Context: an optimization exercise on an open-source flow, tuned for small area and a short achievable clock period. The choices shown serve that exercise and are no tape-out recipe.
Where RTL was checked, it was by simulation tests only, not by an equivalence proof against the original.

==> flow/design.v <==
package cmp_pkg;
    localparam int OPERAND_WIDTH = 512;
    localparam int GROUP_WIDTH = 64;
    localparam int NUM_GROUPS = OPERAND_WIDTH / GROUP_WIDTH;
    localparam int LEAF_WIDTH = 1;
    localparam int PIPE_LATENCY = 4;
    typedef struct packed {
        logic [OPERAND_WIDTH-1:0] a;
        logic [OPERAND_WIDTH-1:0] b;
    } operand_pair_t;
    typedef struct packed {
        logic gt;
        logic eq;
        logic lt;
    } cmp_flags_t;
    typedef union packed {
        logic [2:0] code;
        cmp_flags_t flags;
    } cmp_result_u;
endpackage
`timescale 1ns/1ps
module operand_capture (
    input  cmp_pkg::operand_pair_t                operands,
    output logic [cmp_pkg::NUM_GROUPS-1:0]        gt_c,
    output logic [cmp_pkg::NUM_GROUPS-1:0]        ge_c
);
    localparam int GW = cmp_pkg::GROUP_WIDTH;
    for (genvar g = 0; g < cmp_pkg::NUM_GROUPS; g++) begin : g_grp
        group_select #(.W(GW), .LW(cmp_pkg::LEAF_WIDTH)) i_grp (
            .a    (operands.a[g*GW +: GW]),
            .b    (operands.b[g*GW +: GW]),
            .gt_o (gt_c[g]),
            .ge_o (ge_c[g])
        );
    end
endmodule
`timescale 1ns/1ps
module cmp_leaf #(
    parameter int W = 1
) (
    input  logic [W-1:0] a,
    input  logic [W-1:0] b,
    output logic         gt_n,
    output logic         ge_n
);
    assign gt_n = ~(a > b);
    assign ge_n = ~(a >= b);
endmodule
module cmp_node #(
    parameter bit INV_IN = 1'b0
) (
    input  logic gt_h,
    input  logic ge_h,
    input  logic gt_l,
    input  logic ge_l,
    output logic gt_o,
    output logic ge_o
);
    if (INV_IN) begin : g_inv
        assign gt_o = ~(gt_h & (ge_h | gt_l));
        assign ge_o = ~(gt_h & (ge_h | ge_l));
    end else begin : g_true
        assign gt_o = ~(gt_h | (ge_h & gt_l));
        assign ge_o = ~(gt_h | (ge_h & ge_l));
    end
endmodule
module gp_tree #(
    parameter int N      = 2,
    parameter bit INV_IN = 1'b0
) (
    input  logic [N-1:0] gt_in,
    input  logic [N-1:0] ge_in,
    output logic         gt_out,
    output logic         ge_out
);
    if (N == 2) begin : g_pair
        cmp_node #(.INV_IN(INV_IN)) i_node (
            .gt_h (gt_in[1]),
            .ge_h (ge_in[1]),
            .gt_l (gt_in[0]),
            .ge_l (ge_in[0]),
            .gt_o (gt_out),
            .ge_o (ge_out)
        );
    end else begin : g_split
        localparam int H = N / 2;
        localparam bit INV_MID = INV_IN ^ ($clog2(H) % 2 == 1);
        logic gt_hi, ge_hi, gt_lo, ge_lo;
        gp_tree #(.N(H), .INV_IN(INV_IN)) i_hi (
            .gt_in  (gt_in[N-1:H]),
            .ge_in  (ge_in[N-1:H]),
            .gt_out (gt_hi),
            .ge_out (ge_hi)
        );
        gp_tree #(.N(H), .INV_IN(INV_IN)) i_lo (
            .gt_in  (gt_in[H-1:0]),
            .ge_in  (ge_in[H-1:0]),
            .gt_out (gt_lo),
            .ge_out (ge_lo)
        );
        cmp_node #(.INV_IN(INV_MID)) i_node (
            .gt_h (gt_hi),
            .ge_h (ge_hi),
            .gt_l (gt_lo),
            .ge_l (ge_lo),
            .gt_o (gt_out),
            .ge_o (ge_out)
        );
    end
endmodule
`timescale 1ns/1ps
module group_select #(
    parameter int W  = 8,
    parameter int LW = 1
) (
    input  logic [W-1:0] a,
    input  logic [W-1:0] b,
    output logic         gt_o,
    output logic         ge_o
);
    localparam int NL = W / LW;
    logic [NL-1:0] gt_n, ge_n;
    for (genvar i = 0; i < NL; i++) begin : g_leaf
        cmp_leaf #(.W(LW)) i_leaf (
            .a    (a[LW*i +: LW]),
            .b    (b[LW*i +: LW]),
            .gt_n (gt_n[i]),
            .ge_n (ge_n[i])
        );
    end
    gp_tree #(.N(NL), .INV_IN(1'b1)) i_tree (
        .gt_in  (gt_n),
        .ge_in  (ge_n),
        .gt_out (gt_o),
        .ge_out (ge_o)
    );
endmodule
`timescale 1ns/1ps
module result_encode (
    input  logic                 gt,
    input  logic                 ge,
    output cmp_pkg::cmp_result_u code
);
    always_comb begin
        code.flags.gt = gt;
        code.flags.eq = ge & ~gt;
        code.flags.lt = ~ge;
    end
endmodule
`timescale 1ns/1ps
module comparator_512bit (
    input  logic                   clk,
    input  logic                   reset,
    input  logic                   in_valid,
    input  cmp_pkg::operand_pair_t operands,
    output logic                   result_valid,
    output cmp_pkg::cmp_result_u   result
);
    localparam int NG = cmp_pkg::NUM_GROUPS;
    localparam bit INV1 = ($clog2(cmp_pkg::GROUP_WIDTH / cmp_pkg::LEAF_WIDTH) % 2 == 0);
    localparam bit INV2 = INV1 ^ ($clog2(NG) % 2 == 1);
    logic          v1, v2, v3;
    logic [NG-1:0] gt1_c, ge1_c;
    logic [NG-1:0] gt1, ge1;
    logic          gt2_c, ge2_c;
    logic          gt2, ge2;
    logic          gt3, ge3;
    cmp_pkg::cmp_result_u code_c;
    operand_capture i_operand_capture (
        .operands (operands),
        .gt_c     (gt1_c),
        .ge_c     (ge1_c)
    );
    always_ff @(posedge clk) begin
        if (reset) v1 <= 1'b0;
        else       v1 <= in_valid;
        gt1 <= gt1_c;
        ge1 <= ge1_c;
    end
    gp_tree #(.N(NG), .INV_IN(INV1)) i_stage2 (
        .gt_in  (gt1),
        .ge_in  (ge1),
        .gt_out (gt2_c),
        .ge_out (ge2_c)
    );
    always_ff @(posedge clk) begin
        if (reset) v2 <= 1'b0;
        else       v2 <= v1;
        gt2 <= gt2_c ^ INV2;
        ge2 <= ge2_c ^ INV2;
    end
    always_ff @(posedge clk) begin
        if (reset) v3 <= 1'b0;
        else       v3 <= v2;
        gt3 <= gt2;
        ge3 <= ge2;
    end
    result_encode i_result_encode (
        .gt   (gt3),
        .ge   (ge3),
        .code (code_c)
    );
    always_ff @(posedge clk) begin
        if (reset) begin
            result_valid <= 1'b0;
            result.code  <= 3'b000;
        end else begin
            result_valid <= v3;
            if (v3) begin
                result <= code_c;
            end
        end
    end
endmodule
clock: 2.8 ns
lec_check: 0
cap_margin: 20
core_area: 4 4 296 296
die_area: 0 0 300 300
setup_slack_margin: 1.2
slew_margin: 20
synth_hierarchical: 1
standard.sh (not shown) runs the stock make flow with config.mk's settings and CLKGATE_MAP_FILE= SYNTH_SCRIPT=/design/flow/synth_recipe.tcl, a recipe that flattens the netlist after the stock synthesis.
==> flow/flow/run.sh <==
#!/bin/bash
# Standard layout, with two changes: the port buffers are the smallest buffer, and the
# combinational cells start at their smallest size before floorplanning.
set -uo pipefail
HERE=$(pwd)
export BUFFER_PORTS_ARGS="-buffer_cell sky130_fd_sc_hd__buf_1"
export PRE_FLOORPLAN_TCL="$HERE/flow/downsize.tcl"
bash standard.sh > "$HERE/standard.log" 2>&1
==> flow/flow/downsize.tcl <==
# Set every combinational cell from synthesis to its smallest drive strength;
# the resizer steps of the flow size up again only where timing, slew or load need it.
set db [ord::get_db]
set n 0
foreach inst [[ord::get_db_block] getInsts] {
  set name [[$inst getMaster] getName]
  if {![regexp {^(sky130_fd_sc_hd__([a-z0-9]+))_([0-9]+)$} $name -> base fn size]} { continue }
  if {[regexp {^(df|dl|sdf|edf|sed|tap|fill|decap|conb|diode)} $fn]} { continue }
  if {$size <= 1} { continue }
  set small [$db findMaster ${base}_1]
  if {$small eq "NULL" || $small eq ""} { continue }
  $inst swapMaster $small
  incr n
}
puts "downsize: $n cells set to drive strength 1"
The baseline produced a clean layout.
Next try:
--- a/flow/design.v
+++ b/flow/design.v
@@ -1,10 +1,18 @@
 package cmp_pkg;
     localparam int OPERAND_WIDTH = 512;
-    localparam int GROUP_WIDTH = 64;
+    localparam int GROUP_WIDTH = 32;
     localparam int NUM_GROUPS = OPERAND_WIDTH / GROUP_WIDTH;
     localparam int LEAF_WIDTH = 1;
     localparam int PIPE_LATENCY = 4;
+    function automatic bit odd_log2(input int n);
+        bit r;
+        r = 1'b0;
+        for (int k = n; k > 1; k = k / 2) begin
+            r = ~r;
+        end
+        odd_log2 = r;
+    endfunction
     typedef struct packed {
         logic [OPERAND_WIDTH-1:0] a;
         logic [OPERAND_WIDTH-1:0] b;
     } operand_pair_t;
@@ -83,9 +91,9 @@
             .ge_o (ge_out)
         );
     end else begin : g_split
         localparam int H = N / 2;
-        localparam bit INV_MID = INV_IN ^ ($clog2(H) % 2 == 1);
+        localparam bit INV_MID = INV_IN ^ cmp_pkg::odd_log2(H);
         logic gt_hi, ge_hi, gt_lo, ge_lo;
         gp_tree #(.N(H), .INV_IN(INV_IN)) i_hi (
             .gt_in  (gt_in[N-1:H]),
             .ge_in  (ge_in[N-1:H]),
@@ -156,10 +164,10 @@
     output logic                   result_valid,
     output cmp_pkg::cmp_result_u   result
 );
     localparam int NG = cmp_pkg::NUM_GROUPS;
-    localparam bit INV1 = ($clog2(cmp_pkg::GROUP_WIDTH / cmp_pkg::LEAF_WIDTH) % 2 == 0);
-    localparam bit INV2 = INV1 ^ ($clog2(NG) % 2 == 1);
+    localparam bit INV1 = ~cmp_pkg::odd_log2(cmp_pkg::GROUP_WIDTH / cmp_pkg::LEAF_WIDTH);
+    localparam bit INV2 = INV1 ^ cmp_pkg::odd_log2(NG);
     logic          v1, v2, v3;
     logic [NG-1:0] gt1_c, ge1_c;
     logic [NG-1:0] gt1, ge1;
     logic          gt2_c, ge2_c;
Final area came out lower by about 4%.
Clock-buffer cell count rises by 2.
First-iteration DRC count came out lower by about 10%.
Utilization decreases by 0.95 points.
Worst setup slack gains 39 ps.
Die area stays the same.
Sequential cell count goes up by 16.
Maximum frequency goes up by 2.4%.
Clock skew falls by 6.4 ps.
Routed wire length fell by 2.2%.
Global-route usage stays flat.
Cell count grows by 0.56%.
Synthesized cell count goes up by 0.77%.
Via count decreases by 2.1%.
No functional check of the RTL was part of the first run of this note.

==> re-timing with driven ports <==
No port has a modelled driver above. Below, the same layouts with a new extraction and two added sets of constraints.
Step 1: set_driving_cell puts a clkbuf_16 on clk and a buf_2 on each other input, an assumption about the parent block.
Step 2 moves the port delays by t, midway between the first and last clock arrival at a register: inputs arrive t later, outputs are due t later. That takes back most of the time a late clock gives input paths.
Slacks: ideal / step 1 / step 2; pairs: ideal / step 1.
run	t (ns)	setup WS [ns]	worst setup path after step 2	worst slew at a driven data input, ns
the first run	0.346	1.162 / 1.170 / 0.824	input to register	0.24
the second run	0.370	1.200 / 1.228 / 0.858	input to register	0.39
After both steps every run listed still meets setup and hold. For the second run, which loses most, drivers alone change the setup slack by +0.028 ns; drivers and shift together by -0.342 ns.
